This design comes from an exercise in tuning for small area, a short achievable clock period and few clock cycles per item on the open sky130 flow, not from production work.
In this exercise RTL edits were held to simulation tests only and were not proved equivalent to the original.

## rev 12
==> flow/design.v <==
package chp_pkg;
   localparam int COUNT_WIDTH     = 20;
   localparam int OUT_COUNT_WIDTH = 20;
   localparam int PIX_WIDTH       = 8;
   localparam int NUM_BINS        = 256;
   localparam int BIN_WIDTH       = $clog2(NUM_BINS);
   localparam int SUM_WIDTH       = PIX_WIDTH + 2;
   localparam int DIV3_SHIFT = 11;
   localparam int DIV3_MUL   = (1 << DIV3_SHIFT) / 3 + 1;
   localparam int PROD_WIDTH = 2 * SUM_WIDTH;
   localparam int REQ_DATA_WIDTH = 3 * PIX_WIDTH;
   localparam int RSP_DATA_WIDTH = BIN_WIDTH + 2 * OUT_COUNT_WIDTH;
   typedef logic [COUNT_WIDTH-1:0] count_type;
   typedef logic [BIN_WIDTH-1:0]   bin_type;
   typedef enum logic [1:0] {
      SEL_AVERAGE = 2'd0,
      SEL_RED     = 2'd1,
      SEL_GREEN   = 2'd2,
      SEL_BLUE    = 2'd3
   } chan_sel_type;
endpackage
import chp_pkg::*;
module chp_bin_select (
   input  logic                          clock,
   input  logic                          en,
   input  logic [chp_pkg::PIX_WIDTH-1:0] red,
   input  logic [chp_pkg::PIX_WIDTH-1:0] green,
   input  logic [chp_pkg::PIX_WIDTH-1:0] blue,
   input  chp_pkg::chan_sel_type         sel,
   output chp_pkg::bin_type              bin_idx
);
   logic [SUM_WIDTH-1:0]  sum_ff;
   chp_pkg::bin_type      byte_ff, byte2_ff, byte3_ff;
   logic                  avg_ff, avg2_ff, avg3_ff;
   logic [3:0]            h;
   chp_pkg::bin_type      h21_ff, h21b_ff;
   logic [6:0]            hl_ff;
   logic [4:0]            hl3_ff;
   always_ff @(posedge clock) begin
      if (en) begin
         sum_ff  <= SUM_WIDTH'(red) + SUM_WIDTH'(green) + SUM_WIDTH'(blue);
         avg_ff  <= (sel == SEL_AVERAGE);
         unique case (sel)
            SEL_RED:   byte_ff <= red;
            SEL_GREEN: byte_ff <= green;
            default:   byte_ff <= blue;
         endcase
      end
   end
   assign h = sum_ff[9:6];
   always_ff @(posedge clock) begin
      if (en) begin
         h21_ff   <= BIN_WIDTH'(h * 5'd21);
         hl_ff    <= 7'(h) + 7'(sum_ff[5:0]);
         byte2_ff <= byte_ff;
         avg2_ff  <= avg_ff;
         h21b_ff  <= h21_ff;
         hl3_ff   <= 5'(hl_ff / 7'd3);
         byte3_ff <= byte2_ff;
         avg3_ff  <= avg2_ff;
      end
   end
   assign bin_idx = avg3_ff ? h21b_ff + BIN_WIDTH'(hl3_ff) : byte3_ff;
endmodule
import chp_pkg::*;
module chp_bin_store (
   input  logic               clock,
   input  logic               clr,
   input  logic               rd_en,
   input  logic [7:0]         rd_hi,      
   input  logic [31:0]        rd_lo,      
   input  logic [15:0]        wr_hi,      
   input  logic [15:0]        wr_lo,      
   input  chp_pkg::count_type wr_cnt,
   output chp_pkg::count_type rd_cnt      
);
   chp_pkg::count_type   mem [NUM_BINS];
   logic [7:0][COUNT_WIDTH-1:0] grp;
   logic [7:0][COUNT_WIDTH-1:0] grp_ff;
   logic [7:0]           hi_ff;
   logic [15:0]          we_hi, we_lo;
   chp_pkg::count_type   wd;
   always_comb begin
      for (int k = 0; k < 16; k++) begin
         we_hi[k] = clr || wr_hi[k];
         we_lo[k] = clr || wr_lo[k];
      end
   end
   assign wd = clr ? '0 : wr_cnt;
   for (genvar i = 0; i < NUM_BINS; i++) begin : g_bin
      always_ff @(posedge clock) begin
         if (we_hi[i / 16] && we_lo[i % 16]) begin
            mem[i] <= wd;
         end
      end
   end
   always_comb begin
      for (int g = 0; g < 8; g++) begin
         grp[g] = '0;
         for (int k = 0; k < 32; k++) begin
            grp[g] = grp[g] | ({COUNT_WIDTH{rd_lo[k]}} & mem[32 * g + k]);
         end
      end
   end
   always_ff @(posedge clock) begin
      if (rd_en) begin
         grp_ff <= grp;
         hi_ff  <= rd_hi;
      end
   end
   always_comb begin
      rd_cnt = '0;
      for (int g = 0; g < 8; g++) begin
         rd_cnt = rd_cnt | ({COUNT_WIDTH{hi_ff[g]}} & grp_ff[g]);
      end
   end
endmodule
import chp_pkg::*;
module channel_histogram_with_peak_unit (
   input  logic                                clock,
   input  logic                                reset,
   input  logic                                csr_we,
   input  logic [1:0]                          csr_wdata,      
   input  logic                                req_tvalid,
   output logic                                req_tready,
   input  logic [chp_pkg::REQ_DATA_WIDTH-1:0]  req_tdata,      
   input  logic                                req_tuser,      
   output logic                                rsp_tvalid,
   input  logic                                rsp_tready,
   output logic [chp_pkg::RSP_DATA_WIDTH-1:0]  rsp_tdata       
);
   chp_pkg::chan_sel_type sel_ff;
   logic                  clr_ff;
   logic                  en;
   logic                  i_vld_ff, i_fs_ff;
   logic [REQ_DATA_WIDTH-1:0] i_pix_ff;
   logic                  a_vld_ff, a_fs_ff, a2_vld_ff, a2_fs_ff, a3_vld_ff, a3_fs_ff;
   logic                  b_vld_ff, b_fs_ff;
   chp_pkg::bin_type      b_idx_ff, sel_idx;
   logic [7:0]            b_hi_ff;
   logic [31:0]           b_lo_ff;
   logic                  p_vld_ff, p_fs_ff, p_f1_ff, p_f2_ff;
   chp_pkg::bin_type      p_idx_ff;
   chp_pkg::count_type    rd_cnt;
   logic                  c_vld_ff, c_fs_ff;
   chp_pkg::bin_type      c_idx_ff;
   logic [15:0]           c_whi_ff, c_wlo_ff;
   chp_pkg::count_type    c_cnt_ff, d_cnt_ff;
   chp_pkg::count_type    base, new_cnt, peak_ff, peak_base, peak_new;
   logic                      o_vld_ff, o_nvld_ff, s_vld_ff, rdy_ff, o_free, o_next, s_next;
   logic                      o_keep, o_load;
   logic [RSP_DATA_WIDTH-1:0] o_data_ff, s_data_ff, push_data;
   always_ff @(posedge clock) begin
      if (reset) begin
         sel_ff <= SEL_AVERAGE;
      end else if (csr_we) begin
         sel_ff <= chp_pkg::chan_sel_type'(csr_wdata);
      end
   end
   always_ff @(posedge clock) begin
      clr_ff <= reset;
   end
   assign en = !s_vld_ff;
   always_ff @(posedge clock) begin
      if (en) begin
         i_pix_ff <= req_tdata;
         i_fs_ff  <= req_tuser;
      end
   end
   chp_bin_select u_select (
      .clock   (clock),
      .en      (en),
      .red     (i_pix_ff[PIX_WIDTH-1:0]),
      .green   (i_pix_ff[2*PIX_WIDTH-1:PIX_WIDTH]),
      .blue    (i_pix_ff[3*PIX_WIDTH-1:2*PIX_WIDTH]),
      .sel     (sel_ff),
      .bin_idx (sel_idx)
   );
   chp_bin_store u_store (
      .clock   (clock),
      .clr     (clr_ff),
      .rd_en   (en),
      .rd_hi   (b_hi_ff),
      .rd_lo   (b_lo_ff),
      .wr_hi   (c_whi_ff),
      .wr_lo   (c_wlo_ff),
      .wr_cnt  (c_cnt_ff),
      .rd_cnt  (rd_cnt)
   );
   assign base    = p_f1_ff ? c_cnt_ff : (p_f2_ff ? d_cnt_ff : rd_cnt);
   assign new_cnt = (base == '1) ? base : base + 1'b1;
   assign peak_base = c_fs_ff ? '0 : peak_ff;
   assign peak_new  = (c_cnt_ff > peak_base) ? c_cnt_ff : peak_base;
   assign push_data = {OUT_COUNT_WIDTH'(peak_new), OUT_COUNT_WIDTH'(c_cnt_ff), c_idx_ff};
   always_ff @(posedge clock) begin
      if (reset) begin
         i_vld_ff  <= 1'b0;
         a_vld_ff  <= 1'b0;
         a2_vld_ff <= 1'b0;
         a3_vld_ff <= 1'b0;
         b_vld_ff  <= 1'b0;
         p_vld_ff  <= 1'b0;
         c_vld_ff  <= 1'b0;
         peak_ff   <= '0;
      end else if (en) begin
         i_vld_ff  <= req_tvalid;
         a_vld_ff  <= i_vld_ff;
         a2_vld_ff <= a_vld_ff;
         a3_vld_ff <= a2_vld_ff;
         b_vld_ff  <= a3_vld_ff;
         p_vld_ff  <= b_vld_ff;
         c_vld_ff  <= p_vld_ff;
         if (c_vld_ff) begin
            peak_ff <= peak_new;
         end
      end
   end
   always_ff @(posedge clock) begin
      if (en) begin
         a_fs_ff  <= i_fs_ff;
         a2_fs_ff <= a_fs_ff;
         a3_fs_ff <= a2_fs_ff;
         b_fs_ff  <= a3_fs_ff;
         b_idx_ff <= sel_idx;
         for (int k = 0; k < 8; k++) begin
            b_hi_ff[k] <= (sel_idx[7:5] == 3'(k));
         end
         for (int k = 0; k < 32; k++) begin
            b_lo_ff[k] <= (sel_idx[4:0] == 5'(k));
         end
         p_fs_ff  <= b_fs_ff;
         p_idx_ff <= b_idx_ff;
         p_f1_ff  <= p_vld_ff && (p_idx_ff == b_idx_ff);
         p_f2_ff  <= c_vld_ff && (c_idx_ff == b_idx_ff);
         c_fs_ff  <= p_fs_ff;
         c_idx_ff <= p_idx_ff;
         for (int k = 0; k < 16; k++) begin
            c_whi_ff[k] <= p_vld_ff && (p_idx_ff[7:4] == 4'(k));
            c_wlo_ff[k] <= (p_idx_ff[3:0] == 4'(k));
         end
         c_cnt_ff <= new_cnt;
         d_cnt_ff <= c_cnt_ff;
      end
   end
   assign o_free = o_nvld_ff || rsp_tready;
   assign o_next = o_free ? (s_vld_ff || c_vld_ff) : 1'b1;
   assign s_next = o_free ? 1'b0 : (s_vld_ff || c_vld_ff);
   always_ff @(posedge clock) begin
      if (reset) begin
         o_vld_ff  <= 1'b0;
         o_nvld_ff <= 1'b1;
         s_vld_ff  <= 1'b0;
         rdy_ff    <= 1'b1;
      end else begin
         o_vld_ff  <= o_next;
         o_nvld_ff <= !o_next;
         s_vld_ff  <= s_next;
         rdy_ff    <= !s_next;
      end
   end
   assign o_keep = !reset && !o_free;
   assign o_load = !reset && o_free;
   always_ff @(posedge clock) begin
      o_data_ff <= (o_data_ff & {RSP_DATA_WIDTH{o_keep}}) |
                   ((s_vld_ff ? s_data_ff : push_data) & {RSP_DATA_WIDTH{o_load}});
      if (!s_vld_ff) begin
         s_data_ff <= push_data;
      end
   end
   assign req_tready = rdy_ff;
   assign rsp_tvalid = o_vld_ff;
   assign rsp_tdata  = o_data_ff;
endmodule
Settings: LEC_CHECK=0, ABC_CLOCK_PERIOD_IN_PS=3000, CAP_MARGIN=35, CORE_MARGIN=2, CORE_UTILIZATION=40, CTS_CLUSTER_DIAMETER=90, CTS_CLUSTER_SIZE=25, PLACE_DENSITY=0.5, SETUP_SLACK_MARGIN=4.7, SLEW_MARGIN=45, SYNTH_MEMORY_MAX_BITS=8192; clock period 8.0 ns.
run.sh (not shown) runs the stock make flow with config.mk's settings and CLKGATE_MAP_FILE= SYNTH_SCRIPT=/design/flow/synth_recipe.tcl, a recipe that flattens the netlist after the stock synthesis.
Having completed the whole flow, rev 12 delivered a layout that passed the timing, DRC and antenna checks.
Testbench counts of rev 12, summed over its fixed seeds: cycles 72,256, items 72,000.
Input-level comparison between rev 13 and rev 12:
- changing SETUP_SLACK_MARGIN from 4.7 to 4.85
- changing CAP_MARGIN from 35 to 25
- changing SLEW_MARGIN from 45 to 30
## What came out
For the final critical-path required period, rev 13 came in 49 ps lower than rev 12 did.
Rev 12 → rev 13: design area -1.4%, share of layout cells above drive strength 1 has decreased, count of plain and timing-repair buffers fell by 263.
Rev 13 vs. rev 12: insertion delay of the later-clocked pin in the worst-skew pair went up by 20 ps.
Compared with rev 12, in rev 13 total of cells resized after clock tree synthesis picked up an extra 311; multi-input gate count up 1.3%.

==> what the ideal ports hide <==
Ports are ideal in the flow. The routed layouts listed here were re-timed in OpenROAD. Step 1 assumes that a clkbuf_16 drives the clock port and a buf_2 every other input. Step 2, shift: input delay + t, output delay - t, t = (earliest + latest rising clock arrival at the registers) / 2. This alone moves slack from input paths to output paths. a / b / c = no drivers / after step 1 / after step 2; a / b = the first two.
run | t (ns) | setup slack, ns | worst setup path after step 2
rev 12 | 1.104 | 4.628 / 4.628 / 4.442 | input to register
rev 13 | 1.119 | 4.677 / 4.677 / 4.432 | input to register
After both steps every run listed still meets setup and hold. For rev 13, which loses most, drivers alone change the setup slack by 0.000 ns; drivers and shift together by -0.245 ns.
